Context: an optimization exercise on an open-source flow, tuned for small area, a short achievable clock period and few clock cycles per item. The choices shown serve that exercise and are no tape-out recipe. Only simulation tests tie the RTL to the original design; equivalence was not proved.

willow:
==> flow/design.v (excerpt) <==
module cos_taylor_top (
	input  logic                                    major_clk,
	input  logic                                    rst,
	input  logic                                    in_req,
	input  logic signed [cos_pkg::angle_width-1:0]  in_angle,
	output logic                                    in_ack,
	output logic                                    out_req,
	input  logic                                    out_ack,
	output logic signed [cos_pkg::result_width-1:0] out_result
);
Size: about 8600 cells after synthesis.
==> flow/config.mk <==
export PLATFORM = sky130hd
export DESIGN_NAME = cos_taylor_top
export DESIGN_NICKNAME = cos_taylor_top
export VERILOG_FILES = /design/flow/design.v
export SDC_FILE = /design/flow/constraint.sdc
export NUM_CORES = 4
export LEC_CHECK = 0
export CAP_MARGIN = 20
export CORE_MARGIN = 2
export CORE_UTILIZATION = 55
export CTS_CLUSTER_DIAMETER = 70
export CTS_CLUSTER_SIZE = 24
export PLACE_DENSITY = 0.7
export SLEW_MARGIN = 20
==> flow/constraint.sdc <==
create_clock -name core_clock -period 9.5 [get_ports {major_clk}]
set_input_delay 1.9000 -clock core_clock [delete_from_list [all_inputs] [get_ports {major_clk}]]
set_output_delay 1.9000 -clock core_clock [all_outputs]
set_load 0.01 [all_outputs]
standard.sh (not shown) runs the stock make flow with config.mk's settings and CLKGATE_MAP_FILE= SYNTH_SCRIPT=/design/flow/synth_recipe.tcl, a recipe that flattens the netlist after the stock synthesis.
==> flow/flow/run.sh <==
#!/bin/bash
set -euo pipefail
MARGIN=$(cat flow/margin.txt)
bash standard.sh SETUP_SLACK_MARGIN="$MARGIN" TNS_END_PERCENT=100 finish > standard.log 2>&1
==> flow/flow/margin.txt <==
6.2
Every stage of the flow completed for willow, and the final layout passed the timing, DRC and antenna checks.
Testbench counts of willow, summed over its fixed seeds: cycles 4,344, items 2,048.
Inputs modified between willow and amber:
Settings: changing CORE_UTILIZATION from 55 to 40; changing PLACE_DENSITY from 0.7 to 0.6.
Results
- For fmax, amber and willow come out practically identical.
- willow → amber: sequential cell count of the final layout barely changed; wire length after detailed routing now larger; horizontal extent of the die went up by 70 um.
- Compared with willow, amber shows a total global routing track utilization that is 6.8 points lower.
- The minimum setup slack among reg-to-reg paths of willow and that of amber are within noise of each other.
- [compare] base=willow new=amber: placement-stage cell area rose by 1.2%, number of antenna cells inserted rose by 1.
The following lists how maple was set up differently from amber:
Settings: CTS_CLUSTER_SIZE removed (was 24); CTS_CLUSTER_DIAMETER removed (was 70).
## What came out
- As far as share of synthesized registers carrying an async set or reset is concerned, maple and amber perform about the same.
- Looking at peak fanout along the critical path, maple sits 1 above amber.
- Changes observed in maple relative to amber: via count went up by about 0.5%.

========
v2:
Another version of the RTL of cos_taylor_top (not shown whole).
For scale: ~8200 cells after synthesis, about 38 I/O pins.
Settings: LEC_CHECK=0, CAP_MARGIN=20, CORE_MARGIN=2, CORE_UTILIZATION=40, PLACE_DENSITY=0.6, SETUP_SLACK_MARGIN=5, SLEW_MARGIN=20; clock period 9.5 ns.
run.sh (not shown) runs the stock make flow with config.mk's settings and CLKGATE_MAP_FILE= SYNTH_SCRIPT=/design/flow/synth_recipe.tcl, a recipe that flattens the netlist after the stock synthesis.
Stock flow here: none of the scripts above is used.
Testbench counts of v2, summed over its fixed seeds: cycles 4,336, items 2,048.
For v29, these inputs were changed with respect to v2:
- SETUP_SLACK_MARGIN removed (was 5)
==> flow/flow/run.sh (new file) <==
#!/bin/bash
set -euo pipefail
MARGIN=$(cat flow/margin.txt)
bash standard.sh SETUP_SLACK_MARGIN="$MARGIN" TNS_END_PERCENT=100 finish > standard.log 2>&1
==> flow/flow/margin.txt (new file) <==
6.3
==> flow/standard.sh (new file) <==
#!/bin/bash
# synth_recipe.tcl (not shown) runs the flow's synth.tcl, then flattens the netlist and writes it again
# the make line also repeats each setting of config.mk as NAME=value (left out here)
make -C /OpenROAD-flow-scripts/flow DESIGN_CONFIG=/design/flow/config.mk WORK_HOME=/design/flow/orfs CLKGATE_MAP_FILE= SYNTH_SCRIPT=/design/flow/synth_recipe.tcl "${@:-finish}"
removed: flow/run.sh
### Flow results
- Compared to v2, v29 has final worst setup slack 0.78 ns higher.
- On via-per-instance ratio: v29 sits above v2.
- Adder and majority cell fraction of the synthesized area came out exactly the same in v29 and v2.
- First-iteration DRC count: v29 vs v2 up 3.4%
- Between v29 and v2, the difference in worst hold slack is negligible.
## Diff of input files: v41 against v29
==> flow/flow/margin.txt <==
6.0
[summary]
- Per the final summary, v41 finished and its layout is clean on timing, DRC and antenna.
- Against v29, the final cell area of v41 is lower.
- Sequential share of layout area in v41 is 0.48 points higher than in v29
- Changes observed in v41 relative to v29: multi-input combinational area share now larger.

========
Setup of north:
Another version of the RTL of cos_taylor_top (not shown whole).
Size in the first run: about 8500 cells after synthesis, about 1200 flip-flops, roughly 87000 sq um of cells after synthesis.
make LEC_CHECK=0 CAP_MARGIN=20 CORE_MARGIN=2 CORE_UTILIZATION=40 PLACE_DENSITY=0.6 SETUP_SLACK_MARGIN=5 SLEW_MARGIN=20 finish   # period 9.5 ns
Stock flow here: none of the scripts above is used.
Testbench counts of north, summed over its fixed seeds: cycles 4,336, items 2,048.
Input changes introduced in south (baseline for comparison: north):
-- flow/config.mk --
<<< north, line 10
export CORE_UTILIZATION = 40
export PLACE_DENSITY = 0.6
export SETUP_SLACK_MARGIN = 5
export SLEW_MARGIN = 20
>>> south, line 10
export CORE_UTILIZATION = 40
export PLACE_DENSITY = 0.6
export SLEW_MARGIN = 20
==> run notes <==
Between south and north, the difference in detail-routed via count per cell is negligible. Of south and north, the run reporting the higher final critical delay including setup and external delays was south. Utilization delta (south -> north): insignificant. The layout overhead on the synthesized area of south and that of north are within noise of each other. In the flow results for south and north, the global-route usage over all layers is larger on north.

re-timing with driven ports:
In the flow no input, the clock included, has a driving cell. The finished layouts below were timed again as built, in two steps.
Step 1, drivers: a clkbuf_16 drives major_clk and a buf_2 each remaining input, both assumed.
Step 2 adds t to the input delays and takes it off the output delays; t is the mean of the earliest and latest rising clock arrival at the registers after step 1. Input paths then give back, and output paths get back, about the clock's delay inside the block.
Slacks: ideal ports / drivers / drivers and shift; pairs: ideal ports / drivers.
run | t (ns) | slack for setup (ns) | hold WS [ns] | slew at the worst register clock pin (ns) | pins driven straight from the clock port
willow | 0.834 | 6.231 / 6.183 / 6.231 | 0.306 / 0.306 / 0.306 | 0.10 / 0.10 | 1
amber | 0.819 | 6.238 / 6.189 / 6.238 | 0.315 / 0.315 / 0.315 | 0.09 / 0.09 | 1
maple | 0.848 | 6.245 / 6.185 / 6.245 | 0.303 / 0.303 / 0.303 | 0.07 / 0.07 | 1
v2 | 0.858 | 5.334 / 5.334 / 5.334 | 0.300 / 0.300 / 0.300 | 0.07 / 0.07 | 1
v29 | 0.877 | 6.115 / 6.028 / 6.131 | 0.300 / 0.300 / 0.300 | 0.07 / 0.07 | 1
v41 | 0.849 | 6.042 / 5.979 / 6.042 | 0.297 / 0.297 / 0.297 | 0.07 / 0.07 | 1
north | 0.843 | 5.068 / 5.068 / 5.068 | 0.311 / 0.311 / 0.311 | 0.08 / 0.08 | 1
south | 0.865 | 4.525 / 4.525 / 4.525 | 0.313 / 0.313 / 0.313 | 0.08 / 0.08 | 1
After both steps setup and hold are still met in every run listed.
